Context: an optimization exercise on an open-source flow, tuned for small area, a short achievable clock period and few clock cycles. The choices shown serve that exercise and are no tape-out recipe. Where RTL was checked, it was by simulation tests only, not by an equivalence proof against the original. Power is estimated from default activity; no workload was simulated.

// box_smoothing_3x3_edge_mean
module box_smoothing_3x3_edge_mean
#(
  parameter int MAX_SIDE = 16
) (
  input  logic              clk,
  input  logic              rst,
  input  logic              cfg_write,
  input  logic [SIZE_W-1:0] image_size,
  input  logic              in_valid,
  output logic              in_stall,
  input  logic [PIX_W-1:0]  pixel,
  output logic              out_valid,
  input  logic              out_stall,
  output logic [PIX_W-1:0]  smoothed,
  output logic [POS_W-1:0]  out_row,
  output logic [POS_W-1:0]  out_col,
  output logic              last_of_run,
  output logic              frame_done
);
Size in the first run: roughly 1400 cells after synthesis, roughly 400 flip-flops, about 38 I/O pins, ~0.016 mm² of cells after synthesis.
==> flow/config.mk <==
export PLATFORM = sky130hd
export DESIGN_NAME = box_smoothing_3x3_edge_mean
export DESIGN_NICKNAME = box_smoothing_3x3_edge_mean
export VERILOG_FILES = /design/flow/design.v
export SDC_FILE = /design/flow/constraint.sdc
export NUM_CORES = 4
export LEC_CHECK = 0
export CAP_MARGIN = 20
export CORE_MARGIN = 2
export CORE_UTILIZATION = 40
export SLEW_MARGIN = 20
==> flow/constraint.sdc <==
create_clock -name core_clock -period 6.5 [get_ports {clk}]
set_input_delay 1.3000 -clock core_clock [delete_from_list [all_inputs] [get_ports {clk}]]
set_output_delay 1.3000 -clock core_clock [all_outputs]
set_load 0.01 [all_outputs]
run.sh (not shown) runs the stock make flow with config.mk's settings and CLKGATE_MAP_FILE= SYNTH_SCRIPT=/design/flow/synth_recipe.tcl, a recipe that flattens the netlist after the stock synthesis.
Testbench counts at the start, summed over its fixed seeds: cycles 10,895.
Rerun with:
Settings changed: SETUP_SLACK_MARGIN set to 4.0.
After rerunning: Clock-buffer cell count came out lower by 1; power came out higher by 4.1%; wire length came out higher by 9.7%; worst setup slack improved by 0.53 ns; hold slack hardly moves; global-route usage came out higher by 1.1 points; die area does not change; area after synthesis does not change.

Another version of the RTL of box_smoothing_3x3_edge_mean (not shown whole).
Size: roughly 430 flip-flops.
Settings: LEC_CHECK=0, CAP_MARGIN=20, CORE_MARGIN=2, CORE_UTILIZATION=65, CTS_CLUSTER_DIAMETER=100, CTS_CLUSTER_SIZE=24, PLACE_DENSITY=0.75, SETUP_SLACK_MARGIN=3.9, SLEW_MARGIN=20; clock period 6.5 ns.
Testbench counts at the start, summed over its fixed seeds: cycles 10,935.
==> next run, changes <==
Settings changed: ABC_AREA set to 1, CAP_MARGIN 20 to 0, SETUP_SLACK_MARGIN 3.9 to 4.0, SLEW_MARGIN 20 to 0.
The new run finished with timing, DRC and antenna clean.
Fmax went up by 7.2%.
Sequential share of layout area went up by 0.92 points.
Power went down by 4.8%.
Global-route usage went up by 1.2 points.

== build 25 ==
Starting RTL as in the previous note.
make LEC_CHECK=0 CAP_MARGIN=0 CORE_MARGIN=2 CORE_UTILIZATION=65 CTS_BUF_LIST=sky130_fd_sc_hd__clkbuf_8 CTS_CLUSTER_SIZE=25 PLACE_DENSITY=0.75 SETUP_SLACK_MARGIN=3.9 SLEW_MARGIN=0 finish   # period 6.5 ns
Build 25 | status: complete | timing, DRC, antenna: pass
Testbench counts of build 25, summed over its fixed seeds: cycles 10,935.
diff inputs: build 25 => build 36
# build 25
export LEC_CHECK = 0
export CAP_MARGIN = 0
export CORE_MARGIN = 2
export CORE_UTILIZATION = 65
export CTS_BUF_LIST = sky130_fd_sc_hd__clkbuf_8
export CTS_CLUSTER_SIZE = 25
export PLACE_DENSITY = 0.75
export SETUP_SLACK_MARGIN = 3.9
export SLEW_MARGIN = 0
create_clock -name core_clock -period 6.5 [get_ports {clk}]
# build 36
export LEC_CHECK = 0
export ABC_AREA = 1
export CAP_MARGIN = 0
export CORE_MARGIN = 2
export CORE_UTILIZATION = 65
export CTS_BUF_LIST = sky130_fd_sc_hd__clkbuf_8
export CTS_CLUSTER_SIZE = 25
export PLACE_DENSITY = 0.75
export SETUP_SLACK_MARGIN = 4.0
export SLEW_MARGIN = 0
create_clock -name core_clock -period 6.5 [get_ports {clk}]
### Flow results
- In summary, build 36 completed successfully, with a layout that passed the timing, design-rule and antenna checks.
- The first-pass GRT wire length in build 36 was higher than what build 25 gave.
- Taking build 25 as the reference, in build 36 final worst-path setup slack up 120 ps, flip-flop and latch share of the layout cell area flat.
- Sort build 36 and build 25 by worst path arrival time desc -> top: build 25
- When build 36 is set beside build 25, its detailed-route vias per instance turns out to be 0.13 smaller.
- Sequential power for build 36: about 5% down relative to build 25
- On clock network power share, the lower figure sits with build 25, not build 36.
- Per the comparison of build 36 with build 25, later-pin clock latency in the skew report moved down, total die area moved up.
Modified inputs, build 51 compared to build 36
# build 36
export LEC_CHECK = 0
export ABC_AREA = 1
export CAP_MARGIN = 0
export CORE_MARGIN = 2
export CORE_UTILIZATION = 65
export CTS_BUF_LIST = sky130_fd_sc_hd__clkbuf_8
export CTS_CLUSTER_SIZE = 25
export PLACE_DENSITY = 0.75
export SETUP_SLACK_MARGIN = 4.0
export SLEW_MARGIN = 0
create_clock -name core_clock -period 6.5 [get_ports {clk}]
# build 51
export LEC_CHECK = 0
export CAP_MARGIN = 20
export CORE_MARGIN = 2
export CORE_UTILIZATION = 65
export CTS_BUF_LIST = sky130_fd_sc_hd__clkbuf_8
export CTS_CLUSTER_SIZE = 25
export PLACE_DENSITY = 0.75
export SETUP_SLACK_MARGIN = 4.0
export SLEW_MARGIN = 20
create_clock -name core_clock -period 6.5 [get_ports {clk}]
==> comparison <==
Compared build 51 vs build 36, and maximum number of pins on one net before global-route repair is down in build 51.
Summary: overall power consumption, build 51 worse than build 36
On core utilization, the lower figure sits with build 36, not build 51.

Setup of the baseline:
box_smoothing_3x3_edge_mean, a different RTL version from the one above (not shown whole).
For scale: ~1600 cells after synthesis, roughly 420 flip-flops, roughly 38 I/O pins, ~0.016 mm² of cells after synthesis.
export LEC_CHECK = 0
export ABC_AREA = 1
export CAP_MARGIN = 0
export CORE_MARGIN = 2
export CORE_UTILIZATION = 65
export CTS_CLUSTER_DIAMETER = 100
export CTS_CLUSTER_SIZE = 24
export PLACE_DENSITY = 0.75
export SETUP_SLACK_MARGIN = 3.9
export SLEW_MARGIN = 0
create_clock -name core_clock -period 6.5 [get_ports {clk}]
In summary, the baseline completed successfully, with a layout that passed the timing, design-rule and antenna checks.
Inputs modified between the baseline and the candidate:
diff --git a/flow/config.mk b/flow/config.mk
--- a/flow/config.mk
+++ b/flow/config.mk
@@ -13,4 +13,4 @@
 export CTS_CLUSTER_SIZE = 24
 export PLACE_DENSITY = 0.75
-export SETUP_SLACK_MARGIN = 3.9
+export SETUP_SLACK_MARGIN = 4.0
 export SLEW_MARGIN = 0
==> run summary <==
Power share of the sequential group ends up higher on the baseline.
Compared with the baseline, in the candidate combined flip-flop and latch cell area held, share of cell area taken by multi-input logic gates went up 0.33 points.
Between the candidate and the baseline, the difference in portion of the layout cell area used by non-clock buffers is negligible.
Compared with the baseline, the candidate shows a lower data arrival time of the critical path.
Fraction of power spent switching nets in the candidate is 0.42 points above the baseline.
Function was not checked in any run of this note: the RTL went through the layout flow alone.

run 1:
RTL: one of the versions met above, not the one the previous note started from.
Size in the first run: about 1300 cells after synthesis, roughly 430 flip-flops, ~0.016 mm2 of cells after synthesis.
Settings: LEC_CHECK=0, CAP_MARGIN=20, CORE_MARGIN=2, CORE_UTILIZATION=65, CTS_CLUSTER_DIAMETER=60, CTS_CLUSTER_SIZE=30, PLACE_DENSITY=0.75, SETUP_SLACK_MARGIN=3.9, SLEW_MARGIN=20; clock period 6.5 ns.
Testbench counts of run 1, summed over its fixed seeds: cycles 10,935.
> inputs changed (run 1 -> run 2)
- CTS_CLUSTER_SIZE: 30 -> 24
- CAP_MARGIN: 20 -> 0
- CTS_CLUSTER_DIAMETER: 60 -> 100
- ABC_AREA: unset -> 1
- SLEW_MARGIN: 20 -> 0
--- outcome ---
- Compared with run 1, run 2 improves total power.
- Run 2 vs run 1 on routed length on met1: run 2 is the higher one.
- Met2 routed wirelength (higher): run 2
- The higher area of the die of run 2 and run 1 is in run 2.
- The clock skew was comparable across run 2 and run 1.
- Going from run 1 to run 2, the count of plain and timing-repair buffers was found to have gone down by 34%.
The inputs of run 3 differ from those of run 2 as listed below.
- TNS_END_PERCENT now 5, previously not set
- ABC_AREA no longer set, was 1
- CTS_BUF_LIST now sky130_fd_sc_hd__clkbuf_8, previously not set
- CAP_MARGIN now 20, was 0
- CTS_CLUSTER_SIZE now 25, was 24
- CTS_CLUSTER_DIAMETER no longer set, was 100
- SLEW_MARGIN now 20, was 0
==> comparison <==
Looking only at number of distinct library cells after synthesis, and setting everything else aside, the higher value of run 2 and run 3 goes to run 3. Per the comparison of run 3 with run 2, peak ir drop on the vdd network +16%; sequential cell area saw little to no change; synthesized area now smaller. Endpoint arrival time on the critical path, run 2 and run 3: larger value in run 3. Run 3 ran to completion and came out clean on the timing, design-rule and antenna checks. Run 2 → run 3: clock latency of the later-clocked register in the worst-skew pair went up 40 ps, met3 wire length went up about 35%, power after layout went up 15%, multiplexer share of the synthesized area went up 7.0 points. Clock network area share: run 3 vs run 2 up 4.2 points.
Setup changes, run 3 to run 4
- CAP_MARGIN: 20 -> 0
- ABC_AREA: unset -> 1
- SLEW_MARGIN: 20 -> 0
- TNS_END_PERCENT: 5 -> unset
==> comparison <==
Against run 3, hold slack in run 4 came out worse. Run 4 vs. run 3: cell area after layout roughly the same; synthesized area higher; post-synthesis area per instance lower. Row post-placement worst setup slack: run 4 lower / run 3 higher. Share of synthesized cell area in full adder, half adder and majority cells delta (run 4 -> run 3): insignificant. Run 3 has lower die area than run 4. The run showing the greater die extent in x is run 4. Number of non-filler instances in the completed layout (run 4 over run 3): increase, 20%. Taking run 3 over run 4, the count of non-CTS inverters in the layout ratio works out to 0.35.

box_smoothing_3x3_edge_mean, a different RTL version from the one above (not shown whole).
Size: ~1600 cells after synthesis, roughly 16000 um^2 of cells after synthesis.
Design box_smoothing_3x3_edge_mean, start of the top module:
module box_smoothing_3x3_edge_mean
#(
  parameter int MAX_SIDE = 16
) (
  input  logic              clk,
  input  logic              rst,
  input  logic              cfg_write,
  input  logic [SIZE_W-1:0] image_size,
  input  logic              in_valid,
  output logic              in_stall,
  input  logic [PIX_W-1:0]  pixel,
  output logic              out_valid,
  input  logic              out_stall,
  output logic [PIX_W-1:0]  smoothed,
  output logic [POS_W-1:0]  out_row,
  output logic [POS_W-1:0]  out_col,
  output logic              last_of_run,
  output logic              frame_done
);
Settings: LEC_CHECK=0, ABC_AREA=1, CAP_MARGIN=0, CORE_MARGIN=2, CORE_UTILIZATION=48, CTS_CLUSTER_DIAMETER=100, CTS_CLUSTER_SIZE=24, PLACE_DENSITY=0.65, SETUP_SLACK_MARGIN=4.0, SLEW_MARGIN=0; clock period 6.5 ns.
Testbench counts at the start, summed over its fixed seeds: cycles 10,935.
Rerun with:
Settings changed: CORE_UTILIZATION 48 to 65, PLACE_DENSITY 0.65 to 0.75, SETUP_SLACK_MARGIN 4.0 to 3.9.
After rerunning:
- The new run finished with timing, DRC and antenna clean
- cell area shrinks by about 2.3%
- fmax shrinks by 2.5%
- sequential power barely changes
- total power stays flat
- worst setup slack is worse by 65 ps
- via count grows by about 1.7%

==> what the ideal ports hide <==
In the flow no input, the clock included, has a driving cell. The finished layouts below were timed again as built, in two steps. Step 1 (the two cells are an assumption about what drives the block):
set clk [get_ports {clk}]
set_driving_cell -lib_cell sky130_fd_sc_hd__clkbuf_16 $clk
set_driving_cell -lib_cell sky130_fd_sc_hd__buf_2 [delete_from_list [all_inputs] $clk]
Step 2 also shifts input and output timing later by t, the mid clock arrival at the registers, as if the neighbouring blocks saw the same clock. Three values: ideal, step 1, step 2; two values: the first two.
| run | t (ns) | setup WS [ns] | pins driven straight from the clock port |
|---|---|---|---|
| the first run of note 1 | 0.611 | 1.637 / 1.637 / 1.637 | 1 |
| the second run of note 1 | 0.589 | 2.164 / 2.164 / 2.164 | 1 |
| the first run of note 2 | 0.574 | 3.857 / 3.857 / 3.531 | 1 |
| the second run of note 2 | 0.566 | 4.035 / 3.986 / 3.514 | 1 |
| build 25 | 0.643 | 3.922 / 3.905 / 3.508 | 1 |
| build 36 | 0.621 | 4.037 / 3.991 / 3.443 | 1 |
| build 51 | 0.625 | 3.826 / 3.826 / 3.559 | 1 |
| the baseline | 0.556 | 3.995 / 3.949 / 3.515 | 1 |
| the candidate | 0.565 | 4.029 / 3.980 / 3.605 | 1 |
| run 1 | 0.595 | 3.714 / 3.714 / 3.529 | 1 |
| run 2 | 0.572 | 3.937 / 3.889 / 3.526 | 1 |
| run 3 | 0.607 | 3.684 / 3.641 / 3.266 | 1 |
| run 4 | 0.620 | 3.935 / 3.893 / 3.466 | 1 |
| the first run of note 6 | 0.577 | 4.024 / 3.995 / 3.564 | 1 |
| the second run of note 6 | 0.562 | 3.959 / 3.911 / 3.678 | 1 |
After both steps every run listed still meets setup and hold. The setup slack of build 36, which loses most, moves by -0.046 ns with the drivers and by -0.594 ns with both steps.
